From an optimization exercise on the open Yosys and OpenROAD flow, aimed at small area; shortcuts taken in it are not production practice.
The RTL was checked by simulation tests, not by an equivalence proof against the original design.
Power is estimated from default activity; no workload was simulated.

`flow/design.v`:
```
package mips_pkg;
  localparam int DATA_W   = 32;
  localparam int ADDR_W   = 5;
  localparam int REG_ZERO = 0;
endpackage
module wb_sel
#(
  parameter int DW = mips_pkg::DATA_W
) (
  input  logic          wm2reg,
  input  logic [DW-1:0] walu,
  input  logic [DW-1:0] wmo,
  output logic [DW-1:0] wdi
);
  always_comb begin
    wdi = walu;
    if (wm2reg) begin
      wdi = wmo;
    end else begin
      wdi = walu;
    end
  end
endmodule
module wb_regfile #(
  parameter int DATA_W = mips_pkg::DATA_W,
  parameter int ADDR_W = mips_pkg::ADDR_W,
  parameter int CNT_W  = 16
) (
  input  logic              clk,
  input  logic              rst,
  input  logic              wwreg,
  input  logic              wm2reg,
  input  logic [DATA_W-1:0] walu,
  input  logic [DATA_W-1:0] wmo,
  input  logic [ADDR_W-1:0] wrn,
  input  logic [ADDR_W-1:0] rna,
  input  logic [ADDR_W-1:0] rnb,
  output logic [DATA_W-1:0] qa,
  output logic [DATA_W-1:0] qb,
  output logic [DATA_W-1:0] wdi,
  output logic [CNT_W-1:0]  commit_cnt,
  output logic              commit_ovf
);
  localparam int NREG = 1 << ADDR_W;
  localparam logic [ADDR_W-1:0] ZERO_IDX = ADDR_W'(mips_pkg::REG_ZERO);
  logic [DATA_W-1:0] wdi_s;
  logic              commit_s;
  logic [DATA_W-1:0] regs_r [0:NREG-1];
  logic [CNT_W-1:0]  cnt_r;
  logic              ovf_r;
  wb_sel #(
    .DW(DATA_W)
  ) u_wb_sel (
    .wm2reg(wm2reg),
    .walu  (walu),
    .wmo   (wmo),
    .wdi   (wdi_s)
  );
  assign wdi = wdi_s;
  assign commit_s = wwreg && (wrn != ZERO_IDX);
  always_ff @(posedge clk or posedge rst) begin
    if (rst) begin
      for (int i = 0; i < NREG; i++) begin
        regs_r[i] <= {DATA_W{1'b0}};
      end
    end else if (commit_s) begin
      regs_r[wrn] <= wdi_s;
    end
  end
  always_ff @(posedge clk or posedge rst) begin
    if (rst) begin
      cnt_r <= {CNT_W{1'b0}};
      ovf_r <= 1'b0;
    end else if (commit_s) begin
      cnt_r <= cnt_r + CNT_W'(1);
      if (cnt_r == {CNT_W{1'b1}}) begin
        ovf_r <= 1'b1;
      end
    end
  end
  assign commit_cnt = cnt_r;
  assign commit_ovf = ovf_r;
  always_comb begin
    qa = {DATA_W{1'b0}};
    if (rst || (rna == ZERO_IDX)) begin
      qa = {DATA_W{1'b0}};
    end else if (commit_s && (rna == wrn)) begin
      qa = wdi_s;
    end else begin
      qa = regs_r[rna];
    end
  end
  always_comb begin
    qb = {DATA_W{1'b0}};
    if (rst || (rnb == ZERO_IDX)) begin
      qb = {DATA_W{1'b0}};
    end else if (commit_s && (rnb == wrn)) begin
      qb = wdi_s;
    end else begin
      qb = regs_r[rnb];
    end
  end
endmodule
```
`flow/run.sh`:
```
#!/bin/bash
# synth_recipe.tcl (not shown) runs the flow's synth.tcl, then flattens the netlist and writes it again
# the make line also repeats each setting of config.mk as NAME=value (left out here)
make -C /OpenROAD-flow-scripts/flow DESIGN_CONFIG=/design/flow/config.mk WORK_HOME=/design/flow/orfs CLKGATE_MAP_FILE= SYNTH_SCRIPT=/design/flow/synth_recipe.tcl finish
```
`flow/config.mk`:
```
export PLATFORM = sky130hd
export DESIGN_NAME = wb_regfile
export DESIGN_NICKNAME = wb_regfile
export VERILOG_FILES = /design/flow/design.v
export SDC_FILE = /design/flow/constraint.sdc
export NUM_CORES = 4
export LEC_CHECK = 0
export CAP_MARGIN = 20
export CORE_MARGIN = 2
export CORE_UTILIZATION = 40
export SLEW_MARGIN = 20
```
`flow/constraint.sdc`:
```
create_clock -name core_clock -period 10.0 [get_ports {clk}]
set_input_delay 2.0000 -clock core_clock [delete_from_list [all_inputs] [get_ports {clk}]]
set_output_delay 2.0000 -clock core_clock [all_outputs]
set_load 0.01 [all_outputs]
```
==> results by group <==
Power and ir drop
  – Pwr/cell area: roughly 210 nW/um2
  – Sw Pwr: 4.15 mW
  – Worst vdd ir: approximately 0.00014 V
  – Leakage: approximately 24 nW
  – Switching part of the total: 0.335
  – Clk network pwr share: 0.342
  – Combinational group share of total power: 0.166
  – Sequential Power Share: 0.493
  – Pwr Total: roughly 12 mW
  – Internal power: about 8.2 mW

Critical path
  – RR Startpoint: cnt_r[0]
  – Worst setup EP type: primary output
  – Worst R2R Path Depth: 5
  – R2r endpoint: cnt_r[8]
  – Worst Path Class, Setup: primary input to primary output
  – Startpoint Class: primary input
  – FF-to-FF setup slack: between 8000 and 9000 ps
  – Highest net fanout along the worst path: 26
  – CP required: ~8000 ps
  – Critical path arrival: approximately 6900 ps

STA
  – RSZ-0062 raised after global routing: no
  – Fin. Hold Viols: 0
  – Fin. max-slew vios: 0
  – Worst Max-Slew Pin Slew: around 1400 ps
  – Final period util: 0.891
  – Finish-stage setup viols: 0
  – Min Tclk post-route: 8910 ps
  – Setup ws final: 1090 ps
  – Setup Skew: about 5.7 ps
  – Min Hold Slack: around 470 ps
  – Worst slew margin: 0.0782
  – Fmax achieved: about 110 MHz

Synthesis
  – Primary FF master, synth: dfrtp_1
  – Most area-hungry cell type in the Yosys netlist: dfrtp_1
  – YS warnings: 3
  – Cell variety after synth: 68
  – Asr flop ratio synth: 1.00
  – Post-synthesis adder-cell area fraction: 0.000253
  – Post-synthesis average cell area: between 8 and 9 um2
  – Synth Area in XOR/XNOR: 0.00442
  – Simple-gate share of the synthesized area: 0.151
  – Multiplexer share of the synthesized area: 0.0208
  – Number of synthesized flops with an enable pin: 0
  – Largest family of logic cells by synthesized area: compound AO/OA/AOI/OAI gates
  – Cell Area, Synth: slightly below 50000 um2
  – Sequential-to-total area share from yosys stat: 0.510
  – Synth top area cells: dfrtp_1 51%, a22oi_1 8.6%, a21oi_1 6.9%, nor2_1 5.6%, o21ai_0 4.1%
  – Post-Synthesis Net Count: roughly 5600
  – Cells after Synth: around 5500
  – Synth Area in Compound Gates: 0.267
  – Yosys top cell area share: 0.510
  – Synth Register Bits: about 1000

Floorplanning
  – Die area: 127000 um2
  – Rows: 129
  – Num ports: between 150 and 200
  – DIE WIDTH: ~360 um
  – Initial Utilization: 0.402
  – Die Span Y: between 300 and 400 um
  – Core Area: between 100000 and 150000 um2

Place
  – HPWL Detailed: 173000 um
  – Setup slack at placement: 1540 ps
  – Port bufs: about 200
  – GPL Wtd Cong: 1.07
  – Placed Cells: between 7000 and 8000

Clocking
  – CTS tree: built
  – Postcts setup bufs: 0
  – Skew-Pair Late Insertion Delay: around 740 ps
  – Bufs on Longest Clock Path: 3
  – Clock Pin Slew Worst Setup and Hold Paths: ~60 ps
  – Cts repair resizes: 0
  – H-tree depth: 3
  – Root Buffer: clkbuf_16
  – CTS Sinks: approximately 1000
  – CTS Hold Bufs: 0
  – Num CTS Buffers: 110

Route
  – Detailed router's first-iteration violation count: 12100
  – Via count of the routed design: between 50000 and 60000
  – Initial DRT Pass Iterations: 20
  – Routed WL: approximately 280000 um
  – DRT antenna net count: 0
  – Routed vias/inst: around 7.3
  – WL per Instance: a little under 40 um
  – # DRC: 0

Global route
  – First-pass GRT wire length: 388000 um
  – Global-route usage over all layers: 0.437
  – Grt total ovfl: 0
  – Vias in the first global route: 48300
  – Antenna violations before repair: 29
  – Largest net degree at the start of global routing: roughly 170

Worst hold path
  – WHS Path Cells: 1
  – End of the worst hold path: ovf_r
  – Hold crit path type: flip-flop to flip-flop
  – Hold Crit Start: ovf_r

Final layout
  – Commonest non-fill, non-tap cell in the layout: dfrtp_1
  – Synth-to-Final Area Change: 17.3%
  – Nets: 5588
  – Non-filler cells, final: about 7200
  – Commonest non-fill, non-tap cells in the layout: 1009 x dfrtp_1, 680 x a21oi_1, 668 x nor2_1
  – Layout cells sized above 1: 0.104

Outcome
  – Status: complete, no violations

Job
  – Max-cap violations: 0
[routing by layer]
layer	up-vias	global-route usage	wire length [um]
met1	25000	0.541	98200
met3	1959	0.221	48900
met2	5629	0.579	108000
li1	20100	-	-
met5	-	0.00755	506
met4	45	0.320	28300
[kinds of logic after synthesis]
logic type	Yosys count
AOI/OAI and AO/OA	2070
and+or+nand+nor	1721
muxes	100
xor gates and xnor gates	25
buffers and inverters	578
DFF	1009
adders and majority gates	1
[final cells by class]
class / count / area, um2
fillers: 11900 / 65200
flip-flops and latches: 1009 / 25200
multi-input cells: 3917 / 23000
repair buffers: 424 / 3980
clock buffers: 169 / 3290
well taps: 1637 / 2050
clock inverters: 34 / 357
inverters: 42 / 161
diodes: 15 / 37.5
[state kept, by name, summed over array words and instances (netlist names)]
name    count
cnt_r      16
ovf_r       1
regs_r    992
[worst max-delay path by stage]
| stage | endpoint | startpoint | slack (ps) | depth (start not counted) |
|---|---|---|---|---|
| CTS | qa[16] | rna[4] | 1520 | 10 |
| detailed placement | qa[16] | rna[4] | 1540 | 10 |
| global route | qa[11] | rna[4] | 1250 | 9 |
| global placement | qa[16] | rna[4] | 1550 | 10 |
| finish | qa[11] | rna[4] | 1090 | 9 |
| floorplan | qa[10] | rst | -11270 | 4 |
[worst max-delay path, stage by stage]
cell             delay [ps]
buf_2                   620
nand2b_1                820
nor2_4                 1170
buf_4                   510
a22oi_1                 160
nand4_1                 110
nor3_1                   70
a211oi_1                690
clkdlybuf4s50_1         690
[power groups by stage]
stage	combinational [mW]	sequential [mW]	clock (mW)
2_1_floorplan	1.30	5.63	0
6_report	2.05	6.09	4.22
4_1_cts	1.97	5.99	4.20
3_3_place_gp	1.91	6.05	0
3_5_place_dp	1.97	6.05	0
5_1_grt	2.24	6.11	4.38
[per-stage QoR]
stage | area (um2) | TNS, ps | utilization
3_5_place_dp | 54200 | 0 | 0.440
5_1_grt | 58100 | 0 | 0.471
4_1_cts | 57900 | 0 | 0.469
2_1_floorplan | 49500 | -6592490 | -
3_3_place_gp | 54200 | 0 | 0.440
6_report | 58100 | 0 | 0.471
[cell usage after synthesis (9+ instances only)]
| library cell | n |
|---|---|
| dfrtp_1 | 1009 |
| nand2b_1 | 18 |
| a22oi_1 | 569 |
| nand2_1 | 540 |
| and3_1 | 15 |
| a211oi_1 | 45 |
| buf_2 | 76 |
| clkbuf_1 | 417 |
| o21ai_0 | 405 |
| xnor2_1 | 14 |
| nor2_1 | 737 |
| nand3_1 | 71 |
| nand4_1 | 129 |
| a21oi_1 | 681 |
| nor2_2 | 10 |
| a221oi_1 | 142 |
| nand3b_1 | 9 |
| nor4_1 | 37 |
| a31oi_1 | 15 |
| nor2b_1 | 15 |
| a32oi_1 | 13 |
| inv_1 | 42 |
| buf_1 | 40 |
| nor3_1 | 80 |
| mux2i_1 | 78 |
| xor2_1 | 11 |
| a22o_1 | 138 |
| mux2_2 | 22 |

## re-timing with driven ports
In the flow no input, the clock included, has a driving cell. The finished layout below was timed again as built, in two steps.
Step 1 assumes that a clkbuf_16 drives the clock port and a buf_2 every other input.
Step 2, shift: input delay + t, output delay - t, t = (earliest + latest rising clock arrival at the registers) / 2. This alone moves slack from input paths to output paths.
a / b / c = ideal ports / drivers / drivers and shift; a / b = the first two.
t (ns): 0.824
setup slack, ns: 1.093 / 1.069 / 1.069
worst hold slack (ns): 0.474 / 0.474 / 0.474
clock arrival spread, ns: 0.038 / 0.038
pins driven straight from the clock port: 1
After both steps setup and hold are still met in this run. The setup slack of this run moves by -0.024 ns with the drivers and by -0.024 ns with both steps.
